Background: an optimization exercise with open tools, aiming at small area. Do not read the settings as production practice. Only simulation tests tie the RTL to the original design; equivalence was not proved. In every run shown here, the design's own scripts or RTL, not TritonCTS, make the clock network. The clock port is modelled as an ideal driver, which makes a skipped or thinned clock tree look cheaper than it is; a real chip needs a root buffer or a tree. Power figures rest on the tool's default switching activity, not on a simulated workload.

File: flow/config.mk
export PLATFORM = sky130hd
export DESIGN_NAME = dmx512_rx
export DESIGN_NICKNAME = dmx512_rx
export VERILOG_FILES = /design/flow/design.v
export SDC_FILE = /design/flow/constraint.sdc
export NUM_CORES = 8
export LEC_CHECK = 0
export CAP_MARGIN = 20
export CORE_MARGIN = 2
export CORE_UTILIZATION = 80
export CTS_CLUSTER_DIAMETER = 80
export CTS_CLUSTER_SIZE = 30
export SLEW_MARGIN = 20
export SYNTH_HIERARCHICAL = 1
export SYNTH_MEMORY_MAX_BITS = 8192
File: flow/constraint.sdc
create_clock -name core_clock -period 500.0 [get_ports {clk}]
set_input_delay 100.0000 -clock core_clock [delete_from_list [all_inputs] [get_ports {clk}]]
set_output_delay 100.0000 -clock core_clock [all_outputs]
set_load 0.01 [all_outputs]
File: flow/design.v
module dmx512_rx #(
  parameter int CLK_HZ = 2000000
) (
  input  logic       clk,
  input  logic       rst,
  input  logic       dmx_in,
  input  logic [9:0] read_addr,
  output logic [7:0] read_data,
  output logic [7:0] start_code,
  output logic [9:0] slot_count,
  output logic       packet_done,
  output logic       frame_err
);
  localparam logic [7:0] T_BREAK = 8'd177;
  localparam logic [7:0] T_MAB   = 8'd16;
  typedef enum logic [2:0] {IDLE, BREAK, MAB, FRAME, INTERSLOT} state_t;
  state_t      state, state_next;
  logic [1:0]  sync;
  logic        rx;
  logic [7:0]  timer, timer_next;
  logic [7:0]  shreg;
  logic [9:0]  slot_idx;
  logic        pending, commit;
  logic        shift_en, commit_set, ferr_set, done_brk, slot_clr;
  assign rx = sync[1];
  always_ff @(posedge clk) begin
    if (rst) begin
      state <= IDLE;
      timer <= 8'd0;
    end else begin
      state <= state_next;
      timer <= timer_next;
    end
  end
  wire       samp = (timer[2:0] == 3'd4);
  wire [3:0] bitn = timer[6:3];
  always_comb begin
    state_next = state;
    timer_next = timer + {7'd0, ~(timer[7] & timer[6])};   
    shift_en   = 1'b0;
    commit_set = 1'b0;
    ferr_set   = 1'b0;
    done_brk   = 1'b0;
    slot_clr   = 1'b0;
    unique case (state)
      IDLE: if (!rx) begin
        state_next = BREAK;
        timer_next = 8'd1;
      end
      BREAK: begin
        done_brk = (timer == T_BREAK) && pending;
        if (rx) begin
          state_next = (timer >= T_BREAK) ? MAB : IDLE;
          timer_next = 8'd0;
        end
      end
      MAB: if (!rx) begin
        state_next = (timer >= T_MAB) ? FRAME : IDLE;
        slot_clr   = (timer >= T_MAB);
        timer_next = 8'd0;
      end
      FRAME: if (samp) begin
        if (bitn == 4'd0) begin
          if (rx) begin
            state_next = IDLE;
            timer_next = 8'd0;
          end
        end else if (bitn <= 4'd8) begin
          shift_en = 1'b1;
        end else if (!rx) begin
          ferr_set   = 1'b1;
          state_next = BREAK;
        end else if (bitn[1]) begin
          commit_set = 1'b1;
          state_next = (slot_idx == 10'd512) ? IDLE : INTERSLOT;
        end
      end
      INTERSLOT: if (!rx) begin
        state_next = FRAME;
        timer_next = 8'd0;
      end
      default: state_next = IDLE;
    endcase
  end
  logic        clr;         
  logic        pend_v;
  logic [7:0]  pend_data;
  logic [5:0]  ph;          
  logic [8*512-1:0] st;     
  wire [8:0] pend_ch = slot_idx[8:0] - 9'd1;
  wire       pend_wr = pend_v && (ph == slot_idx[5:0]);
  always_ff @(posedge clk) begin
    if (rst) begin
      sync        <= 2'b11;
      slot_idx    <= 10'd0;
      pending     <= 1'b0;
      commit      <= 1'b0;
      start_code  <= 8'h00;
      slot_count  <= 10'd0;
      packet_done <= 1'b0;
      frame_err   <= 1'b0;
      clr         <= 1'b1;
      pend_v      <= 1'b0;
      ph          <= 6'd0;
    end else begin
      sync        <= {sync[0], dmx_in};
      frame_err   <= ferr_set;
      commit      <= commit_set;
      packet_done <= 1'b0;
      ph          <= ph + 6'd1;
      if (ph == 6'd63) clr <= 1'b0;
      if (slot_clr) slot_idx <= 10'd0;
      if (done_brk) begin
        packet_done <= 1'b1;
        slot_count  <= slot_idx;
        pending     <= 1'b0;
      end
      if (pend_wr) pend_v <= 1'b0;
      if (commit) begin
        if (slot_idx == 10'd0) start_code <= shreg;
        else                   pend_v <= 1'b1;
        slot_idx <= slot_idx + 10'd1;
        pending  <= 1'b1;
        if (slot_idx == 10'd512) begin
          packet_done <= 1'b1;
          slot_count  <= 10'd513;
          pending     <= 1'b0;
        end
      end
    end
  end
  always_ff @(posedge clk) begin
    if (shift_en) shreg <= {rx, shreg[7:1]};
    if (commit) pend_data <= shreg;
  end
  wire [7:0] wdata = clr ? 8'h00 : pend_data;
  for (genvar r = 0; r < 8; r++) begin : g_ring
    wire we = clr || (pend_wr && (pend_ch[8:6] == 3'(r)));
    always_ff @(posedge clk) begin
      st[8*(64*r) +: 8*62]  <= st[8*(64*r+1) +: 8*62];
      st[8*(64*r+62) +: 8]  <= we ? wdata : st[8*(64*r+63) +: 8];
      st[8*(64*r+63) +: 8]  <= st[8*(64*r) +: 8];
    end
  end
  wire [5:0] rpos  = read_addr[5:0] - ph;
  wire       rhit  = pend_v && (read_addr[8:0] == pend_ch);
  wire       rok   = (read_addr != 10'd0) && (read_addr <= 10'd512) && !clr;
  logic [63:0] psel;
  logic [7:0]  gsel;
  logic [7:0]  rring;
  always_comb begin
    for (int p = 0; p < 64; p++) psel[p] = (rpos == 6'(p));
    for (int r = 0; r < 8; r++)  gsel[r] = (read_addr[8:6] == 3'(r));
  end
  for (genvar b = 0; b < 8; b++) begin : g_rb
    logic [7:0] ro;
    for (genvar r = 0; r < 8; r++) begin : g_rr
      logic [63:0] d;
      logic [21:0] y;
      for (genvar p = 0; p < 64; p++) begin : g_d
        assign d[p] = st[8*(64*r+p) + b];
      end
      for (genvar g = 0; g < 21; g++) begin : g_leaf
        dmx512_rx_aoi3 u_aoi (.d(d[3*g +: 3]), .s(psel[3*g +: 3]), .y(y[g]));
      end
      assign y[21] = ~(d[63] & psel[63]);
      assign ro[r] = ~&y;
    end
    assign rring[b] = |(ro & gsel);
  end
  always_ff @(posedge clk) begin
    if (rst || !rok) read_data <= 8'h00;
    else             read_data <= rhit ? pend_data : rring;
  end
endmodule
module dmx512_rx_aoi3 (
  input  logic [2:0] d,
  input  logic [2:0] s,
  output logic       y
);
  assign y = ~|(d & s);
endmodule
File: flow/flow/run.sh
#!/bin/bash
set -euo pipefail
export BUFFER_PORTS_ARGS="-buffer_cell sky130_fd_sc_hd__buf_1"
bash standard.sh synth floorplan place > std_place.log 2>&1
bash standard.sh run RUN_SCRIPT="$PWD/flow/cts_custom.tcl" RUN_LOG_NAME_STEM=4_1_cts_custom > cts_custom.log 2>&1
test -f orfs/results/${FLOW_PLATFORM}/dmx512_rx/base/4_1_cts.odb
bash standard.sh > std_finish.log 2>&1
File: flow/flow/cts_custom.tcl
# Clock tree built here instead of by TritonCTS, loaded by flow/run.sh through
# ORFS's "make run" at the CTS step. Flip-flops are split into compact groups by
# recursive bisection of their placement; each group is driven by an inverter,
# groups of those by a second inverter level, and those by clkbuf_16 buffers
# under one root clkbuf_16 on the clock port, so every flip-flop sees the clock
# through two inversions and the same number of stages. The rest of the step
# (legalisation, timing repair, outputs) follows ORFS's cts.tcl.
source $::env(SCRIPTS_DIR)/load.tcl
erase_non_stage_variables cts
load_design 3_place.odb 3_place.sdc
set_dont_use $::env(DONT_USE_CELLS)

# Custom clock tree: recursive-bisection clusters; root buf -> top bufs -> mid invs -> leaf invs -> flops
proc ctree_bisect {items maxn} {
  set n [llength $items]
  if {$n <= $maxn} { return [list $items] }
  set k [expr {int(ceil(double($n)/$maxn))}]
  set k1 [expr {$k/2}]
  set n1 [expr {int(round(double($n)*$k1/$k))}]
  set xs {}; set ys {}
  foreach it $items { lappend xs [lindex $it 1]; lappend ys [lindex $it 2] }
  set xs [lsort -integer $xs]; set ys [lsort -integer $ys]
  set dx [expr {[lindex $xs end]-[lindex $xs 0]}]
  set dy [expr {[lindex $ys end]-[lindex $ys 0]}]
  set idx [expr {$dx >= $dy ? 1 : 2}]
  set s [lsort -integer -index $idx $items]
  return [concat [ctree_bisect [lrange $s 0 [expr {$n1-1}]] $maxn] [ctree_bisect [lrange $s $n1 end] $maxn]]
}
proc ctree_center {items} {
  set sx 0; set sy 0
  foreach it $items { set sx [expr {$sx+[lindex $it 1]}]; set sy [expr {$sy+[lindex $it 2]}] }
  set n [llength $items]
  return [list [expr {$sx/$n}] [expr {$sy/$n}]]
}
# items: {iterm x y}; builds one level, returns new items {input-iterm x y} of the drivers
proc ctree_level {items maxn cell tag} {
  set block [ord::get_db_block]
  set m [[ord::get_db] findMaster $cell]
  set w [$m getWidth]; set h [$m getHeight]
  set out {}
  set i 0
  foreach cl [ctree_bisect $items $maxn] {
    lassign [ctree_center $cl] cx cy
    set inst [odb::dbInst_create $block $m "ctree_${tag}_$i"]
    $inst setLocation [expr {$cx - $w/2}] [expr {$cy - $h/2}]
    $inst setPlacementStatus PLACED
    set net [odb::dbNet_create $block "ctree_${tag}_net_$i"]
    $net setSigType CLOCK
    foreach it $cl { set t [lindex $it 0]; $t disconnect; $t connect $net }
    foreach t [$inst getITerms] {
      set mt [$t getMTerm]
      if {[$mt getSigType] != "SIGNAL"} { continue }
      if {[$mt getIoType] == "OUTPUT"} { $t connect $net } else { set in $t }
    }
    lappend out [list $in $cx $cy]
    incr i
  }
  return $out
}
proc ctree_build {nleaf leafcell nmid midcell ntop topcell rootcell} {
  set block [ord::get_db_block]
  set clk [$block findNet clk]
  set items {}
  foreach it [$clk getITerms] {
    set bb [[$it getInst] getBBox]
    lappend items [list $it [expr {([$bb xMin]+[$bb xMax])/2}] [expr {([$bb yMin]+[$bb yMax])/2}]]
  }
  puts "ctree: [llength $items] sinks"
  set l1 [ctree_level $items $nleaf $leafcell leaf]
  puts "ctree: [llength $l1] leaf drivers"
  set l2 [ctree_level $l1 $nmid $midcell mid]
  puts "ctree: [llength $l2] mid drivers"
  set l3 [ctree_level $l2 $ntop $topcell top]
  puts "ctree: [llength $l3] top drivers"
  set l4 [ctree_level $l3 1000 $rootcell root]
  foreach it $l4 { [lindex $it 0] connect $clk }
}

ctree_build 22 sky130_fd_sc_hd__inv_8 8 sky130_fd_sc_hd__inv_16 6 sky130_fd_sc_hd__clkbuf_16 sky130_fd_sc_hd__clkbuf_16
set_propagated_clock [all_clocks]

set_placement_padding -global \
  -left $::env(CELL_PAD_IN_SITES_DETAIL_PLACEMENT) \
  -right $::env(CELL_PAD_IN_SITES_DETAIL_PLACEMENT)
detailed_placement
estimate_parasitics -placement
report_clock_skew
repair_timing_helper
detailed_placement
check_placement -verbose
estimate_parasitics -placement
report_clock_skew
report_check_types -max_slew -max_capacitance
orfs_write_db $::env(RESULTS_DIR)/4_1_cts.odb
orfs_write_sdc $::env(RESULTS_DIR)/4_cts.sdc
File: flow/standard.sh
#!/bin/bash
# synth_recipe.tcl (not shown) runs the flow's synth.tcl, then flattens the netlist and writes it again
# the make line also repeats each setting of config.mk as NAME=value (left out here)
make -C /OpenROAD-flow-scripts/flow DESIGN_CONFIG=/design/flow/config.mk WORK_HOME=/design/flow/orfs CLKGATE_MAP_FILE= SYNTH_SCRIPT=/design/flow/synth_recipe.tcl "${@:-finish}"
==> flow_summary_export.csv, run 1 <==
group,metric,value,unit
setup_path,crit_buf_inv,5,
synthesis,synth_top_cell_area_share,0.798,
synthesis,yosysTopAreaCell,"dfxtp_1",
setup_path,cp_top_family,"simple AND/OR/NAND/NOR gates",
timing,fmax,0.00947,GHz
place,io_buffers,40,
synthesis,synth.distinct_cells,57,
pwr,power.density,4.27,nW/µm²
pwr,peakVddDrop,0.00409,mV
synthesis,synth_fp_nets,6727,
setup_path,startpoint_type,"input port",
synthesis,synthAdderAreaFrac,0.00139,
worst_hold_path,hold_path_startpoint,"st[1371]",
synthesis,syn_area,104000,µm²
timing,maxSlewHeadroom,0.133,
timing,final.setup.tns,0,ps
layout,utilization,0.857,
drt,drc,0,
timing,layout_worst_path_cycle_share,0.211,
timing,finalSetupViolations,0,
synthesis,yosys.area_share.simple,0.0446,
synthesis,synthTopCellsByArea,"dfxtp_1 80%, a222oi_1 13%, nand4_1 1.6%, nor2_1 0.89%, mux2i_1 0.76%",
grt,grt_use_total,0.459,
die,initial_utilization,0.805,
layout,area_growth,6.40,%
setup_path,cpPeakStageDelay,790,ps
synthesis,synth-compound-area-share,0.137,
drt,dr.pass1.iters,17,
worst_hold_path,worstHoldEndpoint,"st[1363]",
setup_path,critical_path_depth,19,
setup_path,rrSetupSlack,493220,ps
drt,drt_iter0_drc,13470,
drt,wl,314,mm
timing,drv_slew,0,
setup_path,end_kind,"register",
worst_hold_path,hold_class,"register to register",
synthesis,yosys_warnings,7,
place,place_congestion,0.944,
setup_path,arrival,106330,ps
timing,tightest_slew,1300,ps
setup_path,cpMaxStageDelayCell,"a2111oi_0",
synthesis,synth_area_per_cell,15.6,µm²
setup_path,crit_chain,"buf_1 > inv_1 > ha_1 > inv_1 > fa_1 > xor2_1 > nor2_1 > nand2_1 > nor2_4 > buf_4 > buf_4 > a222oi_1 > nand4_1 > or4_1 > a2111oi_0 > o21ai_0 > nor3_1 > and3_1 > nor2_1",
synthesis,syn-instance-count,6703,
die,die_height,365,µm
synthesis,yosysSeqAreaShare,0.803,
setup_path,r2r-end,"read_data[5]",
synthesis,synth_edf_count,16,
pwr,p_leak,40.0,nW
synthesis,synth_top_family_by_area,"compound AO/OA/AOI/OAI gates",
drt,antenna_left,0,
die,ios,41,
synthesis,synth.area.mux_share,0.00759,
drt,via_per_inst,7.58,
drt,route.vias.total,66989,
synthesis,ys.flop_type,"dfxtp_1",
die,die_area,133000,µm²
drt,wl_per_cell,35.6,µm
synthesis,synth-xor-area-share,0.00326,
setup_path,r2r_cells,17,
synthesis,yosys_register_bits,4173,
grt,grt_pass1_wl,444,mm
timing,hold-worst-slack,341,ps
grt,grt-ovfl-total,0,
setup_path,crit_required,500700,ps
flow_run,cap_violations,0,
die,fp.coreArea,129000,µm²
timing,hold_viol,0,
layout,drive_above_1_share,0.0678,
grt,grt_max_degree,42,
synthesis,yosysMostFrequentCell,"dfxtp_1",
place,hpwl,200,mm
worst_hold_path,hold-path-cell-count,0,
die,dieWidth,365,µm
grt,grt_pass1_vias,66083,
timing,rsz0062_at_grt,"no",
grt,antenna_found_initial,15,
clock_network,insertion_delay,840,ps
setup_path,crit_fanout,35,
setup_path,cp-startpoint,"read_addr[0]",
setup_path,reg2reg_from,"ph[0]",
synthesis,async_reset_ff_frac,0,
status,status,"complete, no violations",
setup_path,criticalPathCategory,"input port to register",
layout,fin_nets,7102,
clock_network,clkTransAtPathRegs,110,ps
timing,min_period,105630,ps
synthesis,synth_common_cells,"4,157 x dfxtp_1, 1,344 x a222oi_1, 263 x nand4_1, 246 x nor2_1, 83 x nand3_1",
die,rows,132,
timing,skew,37.2,ps
[kinds of logic after synthesis]
family	count (synthesis)
flip-flops	4173
AO/OA/AOI/OAI	1482
AND/OR/NAND/NOR	848
multiplexers	79
buffers and inverters	72
XOR/XNOR	38
adder cells (fa/ha/maj)	11
[worst max path at each step]
stage | slack [ps] | end
6_report | 394370 | read_data[5]
2_1_floorplan | 392800 | read_data[7]
3_3_place_gp | 393820 | read_data[4]
5_1_grt | 394310 | read_data[5]
3_5_place_dp | 393830 | read_data[5]
[per-module statistics from Yosys (local to each module, per instance)]
module | cell area, µm² | cells | copies in the design | flip-flops and latches
dmx512_rx_aoi3 | 10.0 | 1 | 1344 | 0
dmx512_rx | 90800 | 5359 | 1 | 4173
[routing by layer]
layer	vias up	GRT usage	wire, µm
met3	1217	0.148	46400
met1	32737	0.590	110000
met4	8	0.292	23000
met2	5209	0.678	135000
met5	-	0	45
li1	27818	-	-
[layout make-up]
class	instances	area [µm²]
flip-flops and latches	4173	83700
multi-input cells	2458	20700
fillers	6322	18600
inverters	229	2680
well taps	1742	2180
repair buffers	211	1470
plain buffers	5	125
diodes	15	37.5
[registers in the layout (all words and copies together) (netlist names)]
register	cells
shreg	8
slot_idx	10
packet_done	1
timer	8
start_code	8
pend_data	8
read_data	8
clr	1
state	3
pend_v	1
commit	1
st	4096
ph	6
sync	2
frame_err	1
pending	1
slot_count	10
[stage by stage]
stage	setup WS [ps]	cell area, µm²	cells	power (mW)
3_3_place_gp	393820	108000	8598	0.349
3_5_place_dp	393830	108000	8598	0.349
5_1_grt	394310	111000	8818	0.484
6_report	394370	111000	8833	0.473
2_1_floorplan	392800	104000	6703	0.344
[cells in the final DEF (no fill, tap or decap), drive strengths merged, types with 52 or more instances in the layout]
cell type     n
nand3        83
inv         229
dfxtp      4157
nor4         78
and4         52
buf         211
nor2        251
a21oi        79
mux2i        79
nand4       263
a222oi     1344
[power breakdown]
group / total [mW] / internal, mW / switching (mW)
Sequential: 0.332 / 0.332 / 0.0000980
Combinational: 0.00960 / 0.00134 / 0.00826
Clock: 0.131 / 0.0182 / 0.113
==> run 2, diff against run 1 <==
--- a/flow/design.v
+++ b/flow/design.v
@@ -87,8 +87,7 @@
   logic [7:0]  pend_data;
   logic [5:0]  ph;          
   logic [8*512-1:0] st;     
-  wire [8:0] pend_ch = slot_idx[8:0] - 9'd1;
-  wire       pend_wr = pend_v && (ph == slot_idx[5:0]);
+  wire pend_wr = pend_v && (ph == slot_idx[5:0]);
   always_ff @(posedge clk) begin
     if (rst) begin
       sync        <= 2'b11;
@@ -110,6 +109,7 @@
       ph          <= ph + 6'd1;
       if (ph == 6'd63) clr <= 1'b0;
       if (slot_clr) slot_idx <= 10'd0;
+      if (pend_wr || (commit && slot_idx == 10'd0)) slot_idx <= slot_idx + 10'd1;
       if (done_brk) begin
         packet_done <= 1'b1;
         slot_count  <= slot_idx;
@@ -119,7 +119,6 @@
       if (commit) begin
         if (slot_idx == 10'd0) start_code <= shreg;
         else                   pend_v <= 1'b1;
-        slot_idx <= slot_idx + 10'd1;
         pending  <= 1'b1;
         if (slot_idx == 10'd512) begin
           packet_done <= 1'b1;
@@ -135,15 +134,14 @@
   end
   wire [7:0] wdata = clr ? 8'h00 : pend_data;
   for (genvar r = 0; r < 8; r++) begin : g_ring
-    wire we = clr || (pend_wr && (pend_ch[8:6] == 3'(r)));
+    wire we = clr || (pend_wr && (slot_idx[8:6] == 3'(r)));
     always_ff @(posedge clk) begin
-      st[8*(64*r) +: 8*62]  <= st[8*(64*r+1) +: 8*62];
-      st[8*(64*r+62) +: 8]  <= we ? wdata : st[8*(64*r+63) +: 8];
-      st[8*(64*r+63) +: 8]  <= st[8*(64*r) +: 8];
+      st[8*(64*r) +: 8*63]  <= st[8*(64*r+1) +: 8*63];
+      st[8*(64*r+63) +: 8]  <= we ? wdata : st[8*(64*r) +: 8];
     end
   end
   wire [5:0] rpos  = read_addr[5:0] - ph;
-  wire       rhit  = pend_v && (read_addr[8:0] == pend_ch);
+  wire       rhit  = pend_v && (read_addr[8:0] == slot_idx[8:0]);
   wire       rok   = (read_addr != 10'd0) && (read_addr <= 10'd512) && !clr;
   logic [63:0] psel;
   logic [7:0]  gsel;
--- a/flow/flow/cts_custom.tcl
+++ b/flow/flow/cts_custom.tcl
@@ -76,7 +76,7 @@
   foreach it $l4 { [lindex $it 0] connect $clk }
 }
 
-ctree_build 22 sky130_fd_sc_hd__inv_8 8 sky130_fd_sc_hd__inv_16 6 sky130_fd_sc_hd__clkbuf_16 sky130_fd_sc_hd__clkbuf_16
+ctree_build 22 sky130_fd_sc_hd__inv_8 12 sky130_fd_sc_hd__inv_16 4 sky130_fd_sc_hd__clkbuf_16 sky130_fd_sc_hd__clkbuf_16
 set_propagated_clock [all_clocks]
 
 set_placement_padding -global \
==> flow_summary_export.csv, run 2 <==
group,metric,value,unit
die,fp.coreArea,129000,µm²
synthesis,yosys_register_bits,4173,
timing,maxSlewHeadroom,0.0967,
timing,tightest_slew,1350,ps
timing,setup_slack,393710,ps
synthesis,yosysMostFrequentCell,"dfxtp_1",
setup_path,critical_path_depth,19,
timing,finalSetupViolations,0,
die,rows,132,
synthesis,synth_fp_nets,6711,
pwr,swShare,0.254,
setup_path,end_kind,"register",
place,place_congestion,0.963,
pwr,intPower,0.351,mW
layout,final_cell_mix,"4,156 x dfxtp_1, 1,344 x a222oi_1, 261 x nand4_1",
worst_hold_path,hold-path-cell-count,0,
place,pre_cts_slack,393480,ps
drt,via_per_inst,7.68,
worst_hold_path,hold_class,"register to register",
setup_path,cpMaxStageDelayCell,"nor4_2",
synthesis,async_reset_ff_frac,0,
grt,grt-ovfl-total,0,
timing,drv_slew,0,
pwr,peakVddDrop,0.00372,mV
timing,final.setup.tns,0,ps
setup_path,crit_path_frequent_cell,"buf_4",
timing,rsz0062_at_grt,"no",
synthesis,synth_area_per_cell,15.6,µm²
layout,reg.largest.list,"st: 4096 flops, slot_count: 10 flops, slot_idx: 10 flops",
place,hpwl,195,mm
flow_run,cap_violations,0,
layout,area_growth,6.42,%
die,initial_utilization,0.805,
layout,layout_commonest_cell,"dfxtp_1",
pwr,power_frac_clock,0.272,
layout,largest_reg_flops,4096,
timing,fmax,0.00941,GHz
layout,drive_above_1_share,0.0665,
grt,grt_max_degree,65,
pwr,seq_power_share,0.707,
pwr,comb_power_share,0.021,
setup_path,startpoint_type,"input port",
status,status,"complete, no violations",
synthesis,syn_area,104000,µm²
pwr,p_leak,40.0,nW
layout,fin_nets,7074,
grt,grt_pass1_vias,66345,
pwr,power.density,4.25,nW/µm²
synthesis,synth_edf_count,16,
drt,drt_iter0_drc,14162,
setup_path,crit_buf_inv,6,
setup_path,criticalPathCategory,"input port to register",
drt,wl,316,mm
layout,fillers,6216,
timing,hold_viol,0,
die,ios,41,
setup_path,arrival,106920,ps
synthesis,synth_common_cells,"4,157 x dfxtp_1, 1,344 x a222oi_1, 261 x nand4_1, 193 x nor2_1, 94 x a21oi_1",
timing,min_period,106300,ps
setup_path,cp_top_family,"simple AND/OR/NAND/NOR gates",
grt,grt_use_total,0.462,
clock_network,insertion_delay,800,ps
synthesis,yosysTopAreaCell,"dfxtp_1",
place,io_buffers,40,
grt,antenna_found_initial,20,
setup_path,crit_fanout,25,
drt,drc,0,
setup_path,crit_chain,"buf_1 > inv_1 > ha_1 > inv_1 > fa_1 > xnor2_1 > nor2_1 > nand2_1 > nor2_4 > buf_4 > buf_4 > buf_4 > a222oi_1 > nand4_1 > or4_1 > a2111oi_0 > o22ai_1 > nor4_2 > a21oi_1",
synthesis,yosys_warnings,7,
drt,route.vias.total,67661,
die,die_area,133000,µm²
synthesis,ys.flop_type,"dfxtp_1",
synthesis,synth.distinct_cells,56,
drt,antenna_left,0,
synthesis,synth_top_cell_area_share,0.799,
setup_path,r2r_cells,17,
grt,grt_pass1_wl,446,mm
pwr,p_switching,0.120,mW
synthesis,synthTopCellsByArea,"dfxtp_1 80%, a222oi_1 13%, nand4_1 1.6%, nor2_1 0.70%, mux2i_1 0.62%",
setup_path,cp-startpoint,"read_addr[0]",
die,die_height,365,µm
setup_path,crit_required,500620,ps
setup_path,reg2reg_from,"ph[0]",
setup_path,cpPeakStageDelay,990,ps
synthesis,syn-instance-count,6687,
drt,wl_per_cell,35.8,µm
drt,dr.pass1.iters,13,
timing,skew,28.4,ps
synthesis,yosysSeqAreaShare,0.804,
die,dieWidth,365,µm
worst_hold_path,hold_path_startpoint,"st[2163]",
clock_network,clkTransAtPathRegs,120,ps
timing,layout_worst_path_cycle_share,0.213,
layout,max_flop_register,"st",
[run 2: cell count changes after synthesis, sizes merged, moves of 13 or more]
cell    change
mux2i      -15
nor2       -58
nand2      +24
nor4       -14
clkbuf     +13
o21ai      +17
a21oi      +15
o22ai      +18
[run 2: kinds of logic (layout without fill, tap and decap cells)]
family	count (synthesis)	after routing	synth area share
compound gates	1530	1530	0.140
xor+xnor	31	31	0.00261
fa+ha+maj	11	11	0.00139
buf+inv	77	438	0.00305
flops	4173	4173	0.804
mux	64	64	0.00615
other cells	0	21	0
simple gates	801	801	0.0425
[run 2: cell type report]
type | instances | area, µm² | area share
Sequential cell | 4173 | 83700 | 0.756
Multi-Input combinational cell | 2437 | 20600 | 0.186
Inverter | 218 | 2500 | 0.0226
Tap cell | 1742 | 2180 | 0.0197
Timing Repair Buffer | 215 | 1640 | 0.0148
Buffer | 5 | 125 | 0.00113
Antenna cell | 21 | 52.6 | 0.000474
[run 2: modules after synthesis, one instance, submodules excluded]
module / times used / cells inside / flops+latches
dmx512_rx_aoi3: 1344 / 1 / 0
dmx512_rx: 1 / 5343 / 4173
[run 2: final timing paths]
path / to / slack (ps)
max: read_data[5] / 393710
max reg2reg: read_data[5] / 492640
min reg2reg: st[2155] / 350
min: st[2155] / 350
[run 2: power by group through the flow]
stage,Sequential [mW],Combinational [mW],Clock [mW]
floorplan,0.340,0.00329,0
global placement,0.340,0.00886,0
detailed placement,0.340,0.00906,0
global route,0.333,0.00938,0.138
finish,0.333,0.00987,0.128
[run 2: stage by stage]
step	total power, mW	hold slack [ps]	util	cell area (µm²)	std cells
3_3_place_gp	0.349	331	0.836	108000	8576
2_1_floorplan	0.343	327	-	104000	6687
5_1_grt	0.481	345	0.856	111000	8795
3_5_place_dp	0.349	334	0.836	108000	8577
6_report	0.471	345	0.857	111000	8811
[run 2: routing by layer]
metal	vias up	track usage	part of all wire
met5	-	0.00980	0.0010
met4	24	0.292	0.074
met3	1410	0.150	0.15
met2	5551	0.671	0.42
met1	32905	0.602	0.35
li1	27771	-	-
[run 2: worst register-to-register path, delay by kind of cell, from the launching register on]
| family | cells | cell delay, ps |
|---|---|---|
| xor+xnor | 1 | 910 |
| compound gates | 4 | 1680 |
| buf+inv | 4 | 1140 |
| flops | 1 | 520 |
| simple gates | 6 | 2200 |
| fa+ha+maj | 2 | 730 |
==> run 3, diff against run 2 <==
--- a/flow/design.v
+++ b/flow/design.v
@@ -154,15 +154,21 @@
     logic [7:0] ro;
     for (genvar r = 0; r < 8; r++) begin : g_rr
       logic [63:0] d;
-      logic [21:0] y;
+      logic [20:0] y;
       for (genvar p = 0; p < 64; p++) begin : g_d
         assign d[p] = st[8*(64*r+p) + b];
       end
       for (genvar g = 0; g < 21; g++) begin : g_leaf
         dmx512_rx_aoi3 u_aoi (.d(d[3*g +: 3]), .s(psel[3*g +: 3]), .y(y[g]));
       end
-      assign y[21] = ~(d[63] & psel[63]);
-      assign ro[r] = ~&y;
+      logic [5:0] n;
+      dmx512_rx_or4n u_o0 (.y(y[3:0]),   .o(n[0]));
+      dmx512_rx_or4n u_o1 (.y(y[7:4]),   .o(n[1]));
+      dmx512_rx_or3n u_o2 (.y(y[10:8]),  .o(n[2]));
+      dmx512_rx_or4n u_o3 (.y(y[14:11]), .o(n[3]));
+      dmx512_rx_or4n u_o4 (.y(y[18:15]), .o(n[4]));
+      dmx512_rx_orl  u_o5 (.y(y[20:19]), .d(d[63]), .s(psel[63]), .o(n[5]));
+      assign ro[r] = |n;
     end
     assign rring[b] = |(ro & gsel);
   end
@@ -178,3 +184,22 @@
 );
   assign y = ~|(d & s);
 endmodule
+module dmx512_rx_or4n (
+  input  logic [3:0] y,
+  output logic       o
+);
+  assign o = ~&y;
+endmodule
+module dmx512_rx_or3n (
+  input  logic [2:0] y,
+  output logic       o
+);
+  assign o = ~&y;
+endmodule
+module dmx512_rx_orl (
+  input  logic [1:0] y,
+  input  logic       d, s,
+  output logic       o
+);
+  assign o = ~&y | (d & s);
+endmodule
==> flow/flow/run.sh (replaced) <==
#!/bin/bash
set -euo pipefail
export BUFFER_PORTS_ARGS="-buffer_cell sky130_fd_sc_hd__buf_1"
R=orfs/results/${FLOW_PLATFORM}/dmx512_rx/base
bash standard.sh synth floorplan > std_floorplan.log 2>&1
bash standard.sh run RUN_SCRIPT="$PWD/flow/place_array.tcl" RUN_LOG_NAME_STEM=2_5_place_array > place_array.log 2>&1
grep -q "place_array: placed" place_array.log
bash standard.sh place > std_place.log 2>&1
bash standard.sh run RUN_SCRIPT="$PWD/flow/cts_custom.tcl" RUN_LOG_NAME_STEM=4_1_cts_custom > cts_custom.log 2>&1
test -f $R/4_1_cts.odb
bash standard.sh > std_finish.log 2>&1
--- a/flow/flow/cts_custom.tcl
+++ b/flow/flow/cts_custom.tcl
@@ -46,7 +46,15 @@
     $inst setPlacementStatus PLACED
     set net [odb::dbNet_create $block "ctree_${tag}_net_$i"]
     $net setSigType CLOCK
-    foreach it $cl { set t [lindex $it 0]; $t disconnect; $t connect $net }
+    foreach it $cl {
+      set t [lindex $it 0]
+      set ti [$t getInst]
+      set dt [$ti isDoNotTouch]
+      $ti setDoNotTouch 0
+      $t disconnect
+      $t connect $net
+      $ti setDoNotTouch $dt
+    }
     foreach t [$inst getITerms] {
       set mt [$t getMTerm]
       if {[$mt getSigType] != "SIGNAL"} { continue }
==> flow/flow/place_array.tcl (new file) <==
# Places the channel store as a regular array before global placement, loaded
# by flow/run.sh through ORFS's "make run" after the floorplan. Each of the 64
# rings-of-one-bit (ring r, bit b: flip-flops st[8*(64*r+p)+b], p = 0..63) gets
# two adjacent rows: row A holds positions 0..32 left to right, row B positions
# 33..63 right to left, so the ring's shift path and its wrap-around stay short.
# After every fourth leaf group one stretch is left free; it takes the gate
# that ORs those leaves (placed here too) and other logic that global placement
# puts there. The floorplan
# (config.mk's DIE_AREA and CORE_AREA) gives 14 such stretches per row.
# Each tap-free stretch of a row (59 sites between the standard tap cells) holds
# three neighbouring positions and the AND-OR-invert read leaf that reads them,
# so every leaf of one read position sits at the same x in every ring and its
# select line runs straight up the array. The flip-flops and leaves are placed
# FIRM (the flip-flops also do-not-touch, so they keep their size); global
# placement puts every other cell around them.
source $::env(SCRIPTS_DIR)/load.tcl
load_design 2_floorplan.odb 2_floorplan.sdc

set block [ord::get_db_block]
set rows [$block getRows]
set taps {}
foreach inst [$block getInsts] {
  if {[string match *tapvpwrvgnd* [[$inst getMaster] getName]]} {
    set bb [$inst getBBox]
    dict lappend taps [$bb yMin] [list [$bb xMin] [$bb xMax]]
  }
}
# Full tap-free stretches (>= 59 sites) of a row, left to right: {x0 x1}
proc arr_segments {row} {
  global taps
  set bb [$row getBBox]
  set sw [[$row getSite] getWidth]
  set cuts [lsort -integer -index 0 [dict get $taps [$bb yMin]]]
  set segs {}
  set x [$bb xMin]
  foreach c [concat $cuts [list [list [$bb xMax] [$bb xMax]]]] {
    lassign $c t0 t1
    if {$t0 - $x >= 59 * $sw} { lappend segs [list $x $t0] }
    set x $t1
  }
  return $segs
}
set st {}
foreach inst [$block getInsts] {
  if {[regexp {^st\\\[([0-9]+)\\\]} [$inst getName] -> k]} { dict set st $k $inst }
}
if {[dict size $st] != 4096} { error "place_array: found [dict size $st] store flip-flops" }
# The read leaf of a flip-flop: the a222oi on its Q net
proc arr_leaf {inst} {
  set q [[$inst findITerm Q] getNet]
  foreach it [$q getITerms] {
    set li [$it getInst]
    if {[[$li getMaster] getName] eq "sky130_fd_sc_hd__a222oi_1"} { return $li }
  }
  return ""
}
proc arr_put {inst x row} {
  $inst setOrient [$row getOrient]
  $inst setLocation $x [[$row getBBox] yMin]
  $inst setPlacementStatus FIRM
}
set nrows [llength $rows]
if {$nrows < 129} { error "place_array: only $nrows rows" }
set placed 0
for {set r 0} {$r < 8} {incr r} {
  for {set b 0} {$b < 8} {incr b} {
    set c [expr {8*$r + $b}]
    set rowA [lindex $rows [expr {1 + 2*$c}]]
    set rowB [lindex $rows [expr {2 + 2*$c}]]
    set segA [arr_segments $rowA]
    set segB [arr_segments $rowB]
    if {[llength $segA] < 14 || [llength $segB] < 14} { error "place_array: too few segments in rows of chain $c" }
    set leaves {}
    for {set g 0} {$g < 22} {incr g} {
      # row A, left to right: g0-g3, free, g4-g7, free, g8-g10, free;
      # row B, right to left: g11-g14, free, g15-g18, free, g19-g21, free
      set sa {0 1 2 3 5 6 7 8 10 11 12}
      set sb {13 12 11 10 8 7 6 5 3 2 1}
      if {$g <= 10} {
        set row $rowA; set s [lindex $sa $g]
      } else {
        set row $rowB; set s [lindex $sb [expr {$g - 11}]]
      }
      if {$row eq $rowA} { lassign [lindex $segA $s] x0 x1 } else { lassign [lindex $segB $s] x0 x1 }
      set x $x0
      set ps {}
      for {set p [expr {3*$g}]} {$p < 3*$g + 3 && $p < 64} {incr p} { lappend ps $p }
      if {$g > 10} { set ps [lreverse $ps] }
      set leaf ""
      foreach p $ps {
        set f [dict get $st [expr {8*(64*$r + $p) + $b}]]
        arr_put $f $x $row
        $f setDoNotTouch 1
        set x [expr {$x + [[$f getMaster] getWidth]}]
        incr placed
        if {$p < 63 && $leaf eq ""} { set leaf [arr_leaf $f] }
      }
      if {$leaf ne ""} {
        arr_put $leaf $x $row
        incr placed
        dict set leaves $g $leaf
      }
    }
    # First-level OR gate of each quad of leaves, in the free stretch beside it
    foreach {g hrow hs} {0 A 4  4 A 9  8 A 13  11 B 9  15 B 4  19 B 0} {
      set y [[[dict get $leaves $g] findITerm Y] getNet]
      set gate ""
      foreach it [$y getITerms] { if {[$it isInputSignal]} { set gate [$it getInst] } }
      if {$gate eq ""} { error "place_array: no OR gate on leaf $g of chain $c" }
      if {$hrow eq "A"} {
        lassign [lindex $segA $hs] x0 x1
        arr_put $gate $x0 $rowA
      } else {
        lassign [lindex $segB $hs] x0 x1
        arr_put $gate [expr {$x1 - [[$gate getMaster] getWidth]}] $rowB
      }
      incr placed
    }
  }
}
puts "place_array: placed $placed instances"
orfs_write_db $::env(RESULTS_DIR)/2_floorplan.odb
--- a/flow/config.mk
+++ b/flow/config.mk
@@ -6,10 +6,10 @@
 export NUM_CORES = 8
 export LEC_CHECK = 0
 export CAP_MARGIN = 20
-export CORE_MARGIN = 2
-export CORE_UTILIZATION = 80
+export CORE_AREA = 2.3 2.72 403.42 372.64
 export CTS_CLUSTER_DIAMETER = 80
 export CTS_CLUSTER_SIZE = 30
+export DIE_AREA = 0 0 405.72 375.36
 export SLEW_MARGIN = 20
 export SYNTH_HIERARCHICAL = 1
 export SYNTH_MEMORY_MAX_BITS = 8192
==> flow_summary_export.csv, run 3 <==
group,metric,value,unit
pwr,comb_power_share,0.015,
synthesis,syn_area,105000,µm²
pwr,power.density,4.22,nW/µm²
pwr,peakVddDrop,0.00374,mV
synthesis,synth_fp_nets,6834,
timing,hold_viol,0,
drt,drt_iter0_drc,16956,
pwr,p_leak,40.1,nW
grt,grt_pass1_wl,408,mm
synthesis,synth.distinct_cells,77,
die,die_height,375,µm
timing,min_period,105570,ps
setup_path,crit_fanout,64,
synthesis,synth_area_per_cell,15.4,µm²
timing,tightest_slew,1320,ps
setup_path,r2r-end,"read_data[6]",
timing,finalSetupViolations,0,
flow_run,cap_violations,0,
setup_path,criticalPathCategory,"input port to register",
synthesis,synth_top_cell_area_share,0.795,
place,hpwl,255,mm
die,die_area,152000,µm²
grt,grt_use_total,0.393,
synthesis,syn-instance-count,6810,
pwr,power_frac_clock,0.273,
timing,fmax,0.00947,GHz
worst_hold_path,worstHoldEndpoint,"st[3153]",
synthesis,ys.flop_type,"dfxtp_1",
setup_path,end_kind,"register",
clock_network,insertion_delay,810,ps
pwr,intPower,0.351,mW
drt,dr.pass1.iters,16,
layout,layout_commonest_cell,"dfxtp_1",
layout,reg.largest.list,"st: 4096 flops, slot_count: 10 flops, slot_idx: 10 flops",
layout,final_cell_mix,"4,156 x dfxtp_1, 1,344 x a222oi_1, 262 x nand4_1",
pwr,p_switching,0.116,mW
drt,route.vias.total,58612,
grt,grt_max_degree,67,
synthesis,yosysSeqAreaShare,0.799,
synthesis,yosys_warnings,7,
drt,drc,0,
setup_path,reg2reg_from,"ph[1]",
synthesis,synthTopCellsByArea,"dfxtp_1 79%, a222oi_1 13%, nand4_1 1.6%, nand3_1 0.97%, nor2_1 0.72%",
drt,antenna_left,0,
die,initial_utilization,0.706,
layout,fin_nets,7102,
die,rows,136,
worst_hold_path,hold_class,"register to register",
setup_path,arrival,106220,ps
setup_path,crit_required,500650,ps
grt,grt_pass1_vias,53805,
setup_path,startpoint_type,"input port",
drt,via_per_inst,6.45,
synthesis,synth_edf_count,16,
die,fp.coreArea,148000,µm²
timing,layout_worst_path_cycle_share,0.211,
layout,fillers,7417,
place,io_buffers,40,
status,status,"complete, no violations",
worst_hold_path,hold_path_startpoint,"st[3161]",
synthesis,yosysTopAreaCell,"dfxtp_1",
timing,final.setup.tns,0,ps
drt,wl,315,mm
place,place_congestion,1.00,
layout,area_growth,5.82,%
setup_path,r2r_cells,15,
grt,antenna_found_initial,11,
worst_hold_path,hold-path-cell-count,0,
grt,grt-ovfl-total,0,
setup_path,rrSetupSlack,493210,ps
layout,max_flop_register,"st",
synthesis,yosysMostFrequentCell,"dfxtp_1",
drt,wl_per_cell,34.7,µm
synthesis,synth_common_cells,"4,157 x dfxtp_1, 1,344 x a222oi_1, 262 x nand4_1, 203 x nand3_1, 202 x nor2_1",
timing,drv_slew,0,
synthesis,yosys_register_bits,4173,
timing,skew,47.2,ps
pwr,swShare,0.249,
pwr,total_power,0.467,mW
synthesis,async_reset_ff_frac,0,
layout,largest_reg_flops,4096,
pwr,seq_power_share,0.712,
die,dieWidth,406,µm
layout,drive_above_1_share,0.0557,
timing,maxSlewHeadroom,0.110,
die,ios,41,
timing,rsz0062_at_grt,"no",
clock_network,clkTransAtPathRegs,110,ps
==> run 3: cell types whose count changed in the layout (fill, tap and decap cells not counted), moves of 11 or more <==
cell     before  now
buf_4       161   78
nor3_1        9   31
a31oi_1       2   13
nand3_1      87  202
and4_1       48    3
o21ai_0      38   11
o22ai_1      20    6
buf_12       11    0
a21oi_1      94   47
nand2_1      67  126
==> run 3: worst max path at each step <==
stage	from	end	cells after the start
after detailed placement	read_addr[0]	read_data[4]	19
final	read_addr[1]	read_data[6]	15
after global placement	read_addr[0]	read_data[4]	19
after global routing	read_addr[0]	read_data[4]	19
after floorplan	read_addr[0]	read_data[4]	17
==> run 3: critical path, cell delays in order <==
cell and delay (ps):
buf_1 240, ha_1 280, nor2b_1 140, o21a_1 200, o2111ai_1 350, and3_4 910, nor2_4 110, buf_4 350
a222oi_1 1070, nand4_1 620, nor4_1 1160, a311oi_1 230, o41ai_1 120, and4_1 260, a21oi_1 70
==> run 3: Yosys stat by module, one instance, submodules excluded <==
module	flops+latches	cells	times used
dmx512_rx	4173	5018	1
dmx512_rx_aoi3	0	1	1344
dmx512_rx_or3n	0	1	64
dmx512_rx_or4n	0	1	256
dmx512_rx_orl	0	2	64
==> run 3: layer usage <==
layer / wire, µm / track usage / vias to the layer above
met5: 3990 / 0.194 / -
met4: 4640 / 0.0523 / 54
met3: 96000 / 0.436 / 301
met2: 70200 / 0.260 / 6338
met1: 140000 / 0.646 / 23897
li1: - / - / 28022
==> run 3: area by class of cell <==
class / count / area (µm²) / share of cell area
tap: 2001 / 2500 / 0.0226
antenna: 13 / 32.5 / 0.000294
timing repair buffer: 119 / 744 / 0.00672
multi-input combinational: 2554 / 21200 / 0.191
sequential: 4173 / 83700 / 0.755
inverter: 225 / 2530 / 0.0228
buffer: 5 / 125 / 0.00113
==> run 3: logic make-up after synthesis <==
kind of cell / after synthesis / share of synthesized area
compound gates: 1470 / 0.137
mux: 65 / 0.00623
xor+xnor: 32 / 0.00343
flops: 4173 / 0.799
fa+ha+maj: 11 / 0.00139
simple gates: 976 / 0.0496
buf+inv: 83 / 0.00343
==> run 3: through the flow <==
stage                     instance area, µm²  hold slack (ps)  instances  setup slack [ps]  utilization
after global routing                  111000              344       9081            394680        0.747
after detailed placement              108000              341       8866            394480        0.729
final                                 111000              325       9090            394430        0.747
after global placement                108000              341       8865            394430        0.729
after floorplan                       105000              330       6810            394930            -
==> run 3: power by group through the flow <==
stage                     combinational (mW)  clock, mW  sequential, mW
after floorplan                      0.00381          0           0.340
after global placement               0.00651          0           0.340
after detailed placement             0.00651          0           0.340
after global routing                 0.00717      0.135           0.333
final                                0.00685      0.128           0.333
==> run 4, diff against run 3 <==
--- a/flow/design.v
+++ b/flow/design.v
@@ -144,33 +144,33 @@
   wire       rhit  = pend_v && (read_addr[8:0] == slot_idx[8:0]);
   wire       rok   = (read_addr != 10'd0) && (read_addr <= 10'd512) && !clr;
   logic [63:0] psel;
-  logic [7:0]  gsel;
+  logic [7:0]  gsel_n;
   logic [7:0]  rring;
   always_comb begin
-    for (int p = 0; p < 64; p++) psel[p] = (rpos == 6'(p));
-    for (int r = 0; r < 8; r++)  gsel[r] = (read_addr[8:6] == 3'(r));
+    for (int p = 0; p < 64; p++) psel[p]   = (rpos == 6'(p));
+    for (int r = 0; r < 8; r++)  gsel_n[r] = (read_addr[8:6] != 3'(r));
   end
   for (genvar b = 0; b < 8; b++) begin : g_rb
-    logic [7:0] ro;
+    logic [7:0] t;
     for (genvar r = 0; r < 8; r++) begin : g_rr
       logic [63:0] d;
       logic [20:0] y;
+      logic [4:0]  k;
       for (genvar p = 0; p < 64; p++) begin : g_d
         assign d[p] = st[8*(64*r+p) + b];
       end
       for (genvar g = 0; g < 21; g++) begin : g_leaf
         dmx512_rx_aoi3 u_aoi (.d(d[3*g +: 3]), .s(psel[3*g +: 3]), .y(y[g]));
       end
-      logic [5:0] n;
-      dmx512_rx_or4n u_o0 (.y(y[3:0]),   .o(n[0]));
-      dmx512_rx_or4n u_o1 (.y(y[7:4]),   .o(n[1]));
-      dmx512_rx_or3n u_o2 (.y(y[10:8]),  .o(n[2]));
-      dmx512_rx_or4n u_o3 (.y(y[14:11]), .o(n[3]));
-      dmx512_rx_or4n u_o4 (.y(y[18:15]), .o(n[4]));
-      dmx512_rx_orl  u_o5 (.y(y[20:19]), .d(d[63]), .s(psel[63]), .o(n[5]));
-      assign ro[r] = |n;
-    end
-    assign rring[b] = |(ro & gsel);
+      for (genvar q = 0; q < 5; q++) begin : g_k
+        dmx512_rx_or4n u_k (.y(y[4*q +: 4]), .o(k[q]));
+      end
+      logic m0, m1;
+      dmx512_rx_nor4 u_m0 (.a(k[3:0]), .y(m0));
+      dmx512_rx_a21oi u_m1 (.a1(d[63]), .a2(psel[63]), .b1(k[4]), .y(m1));
+      dmx512_rx_a31oi u_t (.a1(m0), .a2(m1), .a3(y[20]), .b1(gsel_n[r]), .y(t[r]));
+    end
+    assign rring[b] = |t;
   end
   always_ff @(posedge clk) begin
     if (rst || !rok) read_data <= 8'h00;
@@ -190,16 +190,21 @@
 );
   assign o = ~&y;
 endmodule
-module dmx512_rx_or3n (
-  input  logic [2:0] y,
-  output logic       o
-);
-  assign o = ~&y;
-endmodule
-module dmx512_rx_orl (
-  input  logic [1:0] y,
-  input  logic       d, s,
-  output logic       o
-);
-  assign o = ~&y | (d & s);
-endmodule
+module dmx512_rx_nor4 (
+  input  logic [3:0] a,
+  output logic       y
+);
+  assign y = ~|a;
+endmodule
+module dmx512_rx_a21oi (
+  input  logic a1, a2, b1,
+  output logic y
+);
+  assign y = ~((a1 & a2) | b1);
+endmodule
+module dmx512_rx_a31oi (
+  input  logic a1, a2, a3, b1,
+  output logic y
+);
+  assign y = ~((a1 & a2 & a3) | b1);
+endmodule
--- a/flow/flow/cts_custom.tcl
+++ b/flow/flow/cts_custom.tcl
@@ -4,7 +4,8 @@
 # groups of those by a second inverter level, and those by clkbuf_16 buffers
 # under one root clkbuf_16 on the clock port, so every flip-flop sees the clock
 # through two inversions and the same number of stages. The rest of the step
-# (legalisation, timing repair, outputs) follows ORFS's cts.tcl.
+# (legalisation, timing repair, outputs) follows ORFS's cts.tcl, with one
+# addition: over-sized logic cells are downsized (ds_run below).
 source $::env(SCRIPTS_DIR)/load.tcl
 erase_non_stage_variables cts
 load_design 3_place.odb 3_place.sdc
@@ -84,6 +85,51 @@
   foreach it $l4 { [lindex $it 0] connect $clk }
 }
 
+# Downsizing: logic cells that placement's repair left larger than needed go
+# back to the smallest size of their kind whose output slew stays under the
+# given limit (0.75 ns here; the library's limit is 1.5 ns).
+proc ds_slew {inst} {
+  set mx 0
+  foreach it [$inst getITerms] {
+    if {![$it isOutputSignal]} continue
+    set pin [get_pins -of_objects [get_cells [$inst getName]] -filter "direction==output"]
+    foreach p $pin { foreach prop {slew_max_rise slew_max_fall} { set s [get_property $p $prop]; if {$s > $mx} {set mx $s} } }
+  }
+  return $mx
+}
+proc ds_run {slew_lim} {
+  set db [ord::get_db]
+  set fam [dict create]
+  foreach lib [$db getLibs] {
+    foreach m [$lib getMasters] {
+      if {[regexp {^(sky130_fd_sc_hd__[a-z0-9]+)_([0-9]+)$} [$m getName] -> f s]} { dict lappend fam $f [list $s $m] }
+    }
+  }
+  set n 0; set saved 0
+  foreach inst [[ord::get_db_block] getInsts] {
+    set mn [[$inst getMaster] getName]
+    if {![regexp {^(sky130_fd_sc_hd__[a-z0-9]+)_([0-9]+)$} $mn -> f s]} continue
+    if {$s <= 1} continue
+    if {[regexp {clkbuf|clkinv|clkdly|dly|tap|fill|decap|diode|conb|dfxtp|edfxtp} $f]} continue
+    if {[$inst isDoNotTouch]} continue
+    if {[string match ctree_* [$inst getName]]} continue
+    set orig [$inst getMaster]
+    set oa [expr {[$orig getWidth]*[$orig getHeight]}]
+    foreach c [lsort -integer -index 0 [dict get $fam $f]] {
+      lassign $c cs cm
+      if {$cs >= $s} break
+      if {[$cm getWidth] * [$cm getHeight] >= $oa} continue
+      if {[catch {replace_cell [$inst getName] [$cm getName]}]} continue
+      if {[ds_slew $inst] <= $slew_lim} {
+        incr n; set saved [expr {$saved + $oa - [$cm getWidth]*[$cm getHeight]}]
+        break
+      }
+      replace_cell [$inst getName] [$orig getName]
+    }
+  }
+  puts "downsize: $n cells, [expr {$saved/1e6}] um2"
+}
+
 ctree_build 22 sky130_fd_sc_hd__inv_8 12 sky130_fd_sc_hd__inv_16 4 sky130_fd_sc_hd__clkbuf_16 sky130_fd_sc_hd__clkbuf_16
 set_propagated_clock [all_clocks]
 
@@ -94,6 +140,8 @@
 estimate_parasitics -placement
 report_clock_skew
 repair_timing_helper
+estimate_parasitics -placement
+ds_run 0.75
 detailed_placement
 check_placement -verbose
 estimate_parasitics -placement
--- a/flow/flow/place_array.tcl
+++ b/flow/flow/place_array.tcl
@@ -3,9 +3,9 @@
 # rings-of-one-bit (ring r, bit b: flip-flops st[8*(64*r+p)+b], p = 0..63) gets
 # two adjacent rows: row A holds positions 0..32 left to right, row B positions
 # 33..63 right to left, so the ring's shift path and its wrap-around stay short.
-# After every fourth leaf group one stretch is left free; it takes the gate
-# that ORs those leaves (placed here too) and other logic that global placement
-# puts there. The floorplan
+# After (about) every fourth leaf group one stretch is left free; it takes the
+# NAND of the four leaves beside it (placed here too) and other logic that
+# global placement puts there. The floorplan
 # (config.mk's DIE_AREA and CORE_AREA) gives 14 such stretches per row.
 # Each tap-free stretch of a row (59 sites between the standard tap cells) holds
 # three neighbouring positions and the AND-OR-invert read leaf that reads them,
@@ -54,6 +54,12 @@
   }
   return ""
 }
+# The (single) cell that an output pin drives
+proc arr_load {iterm} {
+  set load ""
+  foreach it [[$iterm getNet] getITerms] { if {[$it isInputSignal]} { set load [$it getInst] } }
+  return $load
+}
 proc arr_put {inst x row} {
   $inst setOrient [$row getOrient]
   $inst setLocation $x [[$row getBBox] yMin]
@@ -73,9 +79,9 @@
     set leaves {}
     for {set g 0} {$g < 22} {incr g} {
       # row A, left to right: g0-g3, free, g4-g7, free, g8-g10, free;
-      # row B, right to left: g11-g14, free, g15-g18, free, g19-g21, free
+      # row B, right to left: g11-g15, free, g16-g19, free, g20-g21, free
       set sa {0 1 2 3 5 6 7 8 10 11 12}
-      set sb {13 12 11 10 8 7 6 5 3 2 1}
+      set sb {13 12 11 10 9 7 6 5 4 2 1}
       if {$g <= 10} {
         set row $rowA; set s [lindex $sa $g]
       } else {
@@ -101,20 +107,24 @@
         dict set leaves $g $leaf
       }
     }
-    # First-level OR gate of each quad of leaves, in the free stretch beside it
-    foreach {g hrow hs} {0 A 4  4 A 9  8 A 13  11 B 9  15 B 4  19 B 0} {
-      set y [[[dict get $leaves $g] findITerm Y] getNet]
-      set gate ""
-      foreach it [$y getITerms] { if {[$it isInputSignal]} { set gate [$it getInst] } }
-      if {$gate eq ""} { error "place_array: no OR gate on leaf $g of chain $c" }
+    # The NAND of each quad of leaves (leaves 4q..4q+3), in the free stretch
+    # beside it; after the last one, the gate that also takes the last entry
+    foreach {g hrow hs} {0 A 4  4 A 9  8 A 13  12 B 8  16 B 3} {
+      set gate [arr_load [[dict get $leaves $g] findITerm Y]]
+      if {$gate eq ""} { error "place_array: no NAND on leaf $g of chain $c" }
+      set gates [list $gate]
+      if {$g == 16} {
+        set m1 [arr_load [$gate findITerm Y]]
+        if {$m1 eq ""} { error "place_array: no gate after leaf 16 of chain $c" }
+        lappend gates $m1
+      }
       if {$hrow eq "A"} {
-        lassign [lindex $segA $hs] x0 x1
-        arr_put $gate $x0 $rowA
+        lassign [lindex $segA $hs] x x1
+        foreach gi $gates { arr_put $gi $x $rowA; set x [expr {$x + [[$gi getMaster] getWidth]}]; incr placed }
       } else {
-        lassign [lindex $segB $hs] x0 x1
-        arr_put $gate [expr {$x1 - [[$gate getMaster] getWidth]}] $rowB
+        lassign [lindex $segB $hs] x0 x
+        foreach gi $gates { set x [expr {$x - [[$gi getMaster] getWidth]}]; arr_put $gi $x $rowB; incr placed }
       }
-      incr placed
     }
   }
 }
==> flow_summary_export.csv, run 4 <==
group,metric,value,unit
place,pre_cts_slack,393620,ps
setup_path,r2r_cells,17,
setup_path,reg2reg_from,"ph[0]",
drt,drc,0,
synthesis,synth-compound-area-share,0.143,
synthesis,yosys_register_bits,4173,
drt,route.vias.total,56319,
timing,maxSlewHeadroom,0.0881,
layout,drive_above_1_share,0.0516,
timing,tightest_slew,1370,ps
timing,min_period,106020,ps
setup_path,arrival,106690,ps
die,rows,136,
synthesis,synth_top_cell_area_share,0.795,
die,ios,41,
timing,hold-worst-slack,328,ps
synthesis,synth.area.mux_share,0.00623,
drt,antenna_left,0,
layout,layout_commonest_cell,"dfxtp_1",
timing,skew,51.7,ps
clock_network,insertion_delay,810,ps
pwr,swShare,0.248,
synthesis,async_reset_ff_frac,0,
setup_path,end_kind,"register",
synthesis,yosys_warnings,7,
synthesis,yosys.area_share.simple,0.0443,
pwr,peakVddDrop,0.00333,mV
timing,drv_slew,0,
setup_path,crit_fanout,64,
synthesis,yosysTopAreaCell,"dfxtp_1",
synthesis,ys.flop_type,"dfxtp_1",
synthesis,synth_common_cells,"4,157 x dfxtp_1, 1,344 x a222oi_1, 325 x nand4_1, 161 x nor2_1, 66 x a31oi_1",
pwr,power.density,4.24,nW/µm²
synthesis,syn_area,105000,µm²
drt,wl,299,mm
synthesis,yosysSeqAreaShare,0.800,
setup_path,rrSetupSlack,492700,ps
die,dieWidth,406,µm
die,die_area,152000,µm²
setup_path,endpoint,"read_data[5]",
setup_path,cp-startpoint,"read_addr[0]",
synthesis,synth-xor-area-share,0.00312,
worst_hold_path,hold_class,"register to register",
setup_path,crit_required,500670,ps
grt,grt-ovfl-total,0,
layout,max_flop_register,"st",
timing,setup_slack,393980,ps
pwr,power_frac_clock,0.274,
setup_path,r2r-end,"read_data[5]",
grt,grt_max_degree,67,
die,fp.coreArea,148000,µm²
synthesis,yosysMostFrequentCell,"dfxtp_1",
synthesis,syn-instance-count,6642,
setup_path,criticalPathCategory,"input port to register",
drt,wl_per_cell,33.4,µm
timing,final.setup.tns,0,ps
synthesis,synthAdderAreaFrac,0.00139,
layout,fin_nets,6960,
die,die_height,375,µm
synthesis,synth.distinct_cells,68,
timing,hold_viol,0,
timing,finalSetupViolations,0,
synthesis,synth_fp_nets,6666,
setup_path,startpoint_type,"input port",
layout,reg.largest.list,"st: 4096 flops, slot_count: 10 flops, slot_idx: 10 flops",
layout,largest_reg_flops,4096,
die,initial_utilization,0.705,
synthesis,synth_edf_count,16,
timing,fmax,0.00943,GHz
grt,grt_pass1_vias,48841,
synthesis,synth_top_family_by_area,"compound AO/OA/AOI/OAI gates",
timing,rsz0062_at_grt,"no",
place,io_buffers,40,
status,status,"complete, no violations",
grt,grt_pass1_wl,391,mm
pwr,intPower,0.350,mW
synthesis,synthTopCellsByArea,"dfxtp_1 80%, a222oi_1 13%, nand4_1 1.9%, nor4_2 0.78%, mux2i_1 0.61%",
timing,layout_worst_path_cycle_share,0.212,
drt,dr.pass1.iters,15,
layout,final_cell_mix,"4,156 x dfxtp_1, 1,344 x a222oi_1, 326 x nand4_1",
pwr,seq_power_share,0.714,
synthesis,synth_area_per_cell,15.8,µm²
drt,drt_iter0_drc,17105,
layout,fillers,7679,
pwr,p_switching,0.116,mW
place,place_congestion,0.978,
clock_network,clkTransAtPathRegs,110,ps
layout,multiInputGateArea,20300,µm²
drt,via_per_inst,6.30,
pwr,comb_power_share,0.013,
layout,area_growth,5.04,%
layout,ff_latch_area,83700,µm²
pwr,p_leak,39.4,nW
grt,grt_use_total,0.374,
grt,antenna_found_initial,9,
flow_run,cap_violations,0,
place,hpwl,242,mm
-- run 4: area by class of cell --
class                           instances  share of cell area
Tap cell                             2001              0.0228
Antenna cell                            3           0.0000683
Timing Repair Buffer                  132             0.00726
Inverter                              222              0.0229
Multi-Input combinational cell       2402               0.184
Buffer                                  5             0.00114
Sequential cell                      4173               0.761
-- run 4: logic make-up after synthesis --
logic type | Yosys count
AND/OR/NAND/NOR | 749
adder cells (fa/ha/maj) | 11
buffers and inverters | 67
flip-flops | 4173
AO/OA/AOI/OAI | 1544
XOR/XNOR | 33
multiplexers | 65
-- run 4: how the worst min path moves through the flow --
| stage | from | to | slack (ps) | cells after the start |
|---|---|---|---|---|
| 2_1_floorplan | st[1048] | st[1040] | 330 | 0 |
| 3_3_place_gp | st[1312] | st[1304] | 340 | 0 |
| 3_5_place_dp | st[1312] | st[1304] | 340 | 0 |
| 5_1_grt | st[3514] | st[3506] | 340 | 0 |
| 6_report | st[3513] | st[3505] | 330 | 0 |
-- run 4: power groups by stage --
stage | clock [mW] | sequential [mW] | combinational (mW)
2_1_floorplan | 0 | 0.340 | 0.00347
5_1_grt | 0.135 | 0.333 | 0.00619
6_report | 0.128 | 0.333 | 0.00596
3_5_place_dp | 0 | 0.340 | 0.00621
3_3_place_gp | 0 | 0.340 | 0.00618
-- run 4: metal layers --
| metal | up-vias | share of wire | global-route usage |
|---|---|---|---|
| met3 | 281 | 0.29 | 0.374 |
| met2 | 5465 | 0.22 | 0.242 |
| met1 | 22915 | 0.48 | 0.652 |
| met4 | 50 | 0.015 | 0.0513 |
| met5 | - | 0.0087 | 0.105 |
| li1 | 27608 | - | - |
-- run 4: critical path, stage by stage --
cell	delay, ps
buf_1	110
inv_1	70
ha_1	180
inv_1	60
fa_1	440
a21o_1	190
a21oi_1	260
xor2_1	120
buf_2	300
nand3_1	460
nor2_1	90
buf_4	320
a222oi_1	660
nand4_1	590
nor4_2	950
a31oi_1	380
nor4_1	1090
nand3_1	190
o211a_1	180
-- run 4: stage by stage --
stage | utilization | total power [mW] | area, µm² | std cells
2_1_floorplan | - | 0.344 | 105000 | 6642
3_3_place_gp | 0.729 | 0.346 | 108000 | 8711
3_5_place_dp | 0.730 | 0.346 | 108000 | 8714
5_1_grt | 0.741 | 0.474 | 110000 | 8936
6_report | 0.741 | 0.466 | 110000 | 8938
-- run 4: modules after synthesis (local to each module, per instance) --
module | cells | copies in the design
dmx512_rx | 4786 | 1
dmx512_rx_nor4 | 1 | 64
dmx512_rx_aoi3 | 1 | 1344
dmx512_rx_a21oi | 1 | 64
dmx512_rx_a31oi | 1 | 64
dmx512_rx_or4n | 1 | 320

afterwards: timing with drivers on the ports:
How much do the figures lean on ideal ports? The routed layouts below were timed once more, with nothing changed but the port constraints. Step 1 assumes that a clkbuf_16 drives the clock port and a buf_2 every other input. Step 2 adds t to the input delays and takes it off the output delays; t is the mean of the earliest and latest rising clock arrival at the registers after step 1. Input paths then give back, and output paths get back, about the clock's delay inside the block. Three values: ideal, step 1, step 2; two values: the first two.
run	shift t [ns]	setup slack, ns	worst hold slack (ns)	worst register clock-pin slew, ns	cell pins on the clock port's net
run 1	0.910	394.369 / 394.434 / 393.524	0.341 / 0.341 / 0.341	0.11 / 0.11	1
run 2	0.880	393.705 / 393.774 / 392.894	0.345 / 0.345 / 0.345	0.12 / 0.12	1
run 3	0.864	394.430 / 394.428 / 393.564	0.325 / 0.325 / 0.325	0.12 / 0.12	1
run 4	0.888	393.979 / 394.059 / 393.171	0.328 / 0.328 / 0.328	0.11 / 0.11	1
After both steps setup and hold are still met in every run listed. For run 3, which loses most, drivers alone change the setup slack by -0.002 ns; drivers and shift together by -0.866 ns.
